This is an optimization exercise on Yosys and OpenROAD, whose aim is small area, not a production implementation. RTL that was checked went through simulation tests only; none was proved equivalent to the original. No activity file was given, so power comes from the tool's default toggle rates.

== T ==
Design io_fabric, start of the top module:
module io_fabric (
  input  logic                          clk_i,
  input  logic                          reset_i,
  input  logic                          req_valid_i,
  input  logic [io_pkg::AddrWidth-1:0]  req_addr_i,
  input  logic                          req_wr_i,
  input  logic [io_pkg::DataWidth-1:0]  req_wdata_i,
  input  logic [6:1]                    irq_i,
  output logic                          rsp_valid_o,
  output logic [io_pkg::DataWidth-1:0]  rsp_rdata_o,
  output logic                          rsp_err_o,
  output logic [io_pkg::NumHarts-1:0]   msip_o,
  output logic [io_pkg::NumHarts-1:0]   mtip_o,
  output logic [io_pkg::NumHarts-1:0]   eip_o
);
clock: 4.0 ns
lec_check: 0
cap_margin: 0
core_margin: 2
core_utilization: 60
cts_buf_list: sky130_fd_sc_hd__clkbuf_16
cts_cluster_diameter: 200
cts_cluster_size: 30
gpl_timing_driven: 0
place_density: 0.75
slew_margin: 0
standard.sh (not shown) runs the stock make flow with config.mk's settings and CLKGATE_MAP_FILE= SYNTH_SCRIPT=/design/flow/synth_recipe.tcl, a recipe that flattens the netlist after the stock synthesis.
==> flow/flow/run.sh <==
#!/bin/bash
# The standard layout, with every port buffered by the smallest buffer
# cell instead of the default choice. All of make's output goes to
# standard.log in this folder; ORFS's per-step logs stay under orfs/logs/.
set -euo pipefail
export BUFFER_PORTS_ARGS="-buffer_cell sky130_fd_sc_hd__buf_1"
bash standard.sh > standard.log 2>&1
T did not stop at any stage, and its layout met the timing, design-rule and antenna checks.
The inputs of R differ from those of T as listed below.
--- a/flow/design.v
+++ b/flow/design.v
@@ -38,48 +38,45 @@
   assign en_hit    = plic_hit && po[21:8] == 14'h0020 && po[6:0] == 7'h00;
   assign claim_hit = plic_hit && po[21:13] == 9'h100 && po[11:0] == 12'h004;
   logic [63:0] mt_q;
   logic [1:0]  presc_q;
   logic        tick;
   logic [63:0] mt_inc;
   logic        twr_lo, twr_hi;
   assign twr_lo = wr & time_hit & ~co[2];
   assign twr_hi = wr & time_hit & co[2];
   assign tick   = &presc_q & ~twr_lo & ~twr_hi;
-  logic [7:0]  byte_cin;
+  logic [15:0] nib_cin;
   logic [64:0] mt_c;
   always_comb begin
-    for (int k = 0; k < 8; k++) begin
-      byte_cin[k] = tick;
+    for (int k = 0; k < 16; k++) begin
+      nib_cin[k] = tick;
       for (int j = 0; j < k; j++) begin
-        byte_cin[k] = byte_cin[k] & (&mt_q[8*j +: 8]);
+        nib_cin[k] = nib_cin[k] & (&mt_q[4*j +: 4]);
       end
     end
     mt_c = '0;
-    for (int k = 0; k < 8; k++) begin
-      mt_c[8*k] = byte_cin[k];
-      for (int i = 8*k; i < 8*k + 8; i++) begin
-        mt_inc[i]  = mt_q[i] ^ mt_c[i];
-        mt_c[i+1]  = mt_q[i] & mt_c[i];
-      end
-    end
-  end
-  logic [31:0] mt_load_d;
-  assign mt_load_d = req_wdata_i & ~{32{reset_i}};
-  always_ff @(posedge clk_i) begin
-    mt_q[31:0]  <= (twr_lo || reset_i) ? mt_load_d : mt_inc[31:0];
-    mt_q[63:32] <= (twr_hi || reset_i) ? mt_load_d : mt_inc[63:32];
-  end
-  always_ff @(posedge clk_i) begin
-    if (reset_i) begin
+    for (int k = 0; k < 16; k++) begin
+      mt_c[4*k] = nib_cin[k];
+      for (int i = 4*k; i < 4*k + 4; i++) begin
+        mt_inc[i] = mt_q[i] ^ mt_c[i];
+        mt_c[i+1] = mt_q[i] & mt_c[i];
+      end
+    end
+  end
+  always_ff @(posedge clk_i) begin
+    if (reset_i) begin
+      mt_q    <= '0;
       presc_q <= '0;
     end else begin
+      mt_q[31:0]  <= twr_lo ? req_wdata_i : mt_inc[31:0];
+      mt_q[63:32] <= twr_hi ? req_wdata_i : mt_inc[63:32];
       presc_q <= (twr_lo || twr_hi) ? 2'd0 : presc_q + 2'd1;
     end
   end
   logic [3:0][31:0] cmpn_q;   
   logic [1:0]       msip_q;
   logic [1:0]       mtip_q;
   logic [31:0] cmp_load_d;
   logic [3:0]  cmp_load;
   assign cmp_load_d = ~(req_wdata_i | {32{reset_i}});
   always_comb begin
@@ -172,30 +169,32 @@
         end
       end else if (clm_q[n]) begin
         if (complete && req_wdata_i[2:0] == n[2:0]) begin
           clm_q[n] <= 1'b0;
         end
       end else begin
         pend_q[n] <= irq_i[n];
       end
     end
   end
+  logic [7:1] en_load_d;
   logic [1:0] en_load;
+  assign en_load_d = req_wdata_i[7:1] & ~{7{reset_i}};
   always_comb begin
     for (int c = 0; c < 2; c++) begin
       en_load[c] = reset_i || (wr && en_hit && po[7] == c[0]);
     end
   end
   always_ff @(posedge clk_i) begin
     for (int c = 0; c < 2; c++) begin
       if (en_load[c]) begin
-        en_q[c] <= mt_load_d[7:1];
+        en_q[c] <= en_load_d;
       end
     end
   end
   always_ff @(posedge clk_i) begin
     if (reset_i) begin
       eip_q <= '0;
     end else begin
       eip_q[0] <= |(pend_q & en_q[0][6:1]);
       eip_q[1] <= |(pend_q & en_q[1][6:1]);
     end
## What came out
R vs T: detailed router's first-iteration violation count down
[compare] base=T new=R: sequential power has decreased; number of nets produced by synthesis has increased; number of iterations in the first detailed-routing pass has decreased; minimum period implied by the final worst setup slack has decreased.
Diff T -> R | synthesized area | up slightly
Function not checked in R: the RTL went through the layout flow alone.

[static timing again, ports no longer ideal]
How much do the figures lean on ideal ports? The routed layouts below were timed once more, with nothing changed but the port constraints. Step 1 assumes that a clkbuf_16 drives the clock port and a buf_2 every other input. Step 2 adds t to the input delays and takes it off the output delays; t is the mean of the earliest and latest rising clock arrival at the registers after step 1. Input paths then give back, and output paths get back, about the clock's delay inside the block. Three values: ideal, step 1, step 2; two values: the first two.
| run | t, ns | setup slack, ns | cell pins on the clock port's net |
|---|---|---|---|
| T | 0.536 | 0.129 / 0.152 / -0.384 | 1 |
| R | 0.548 | 0.524 / 0.524 / 0.152 | 1 |
With both steps, setup timing fails in T, where it was met with ideal ports. The setup slack of T, which loses most, moves by +0.023 ns with the drivers and by -0.513 ns with both steps.
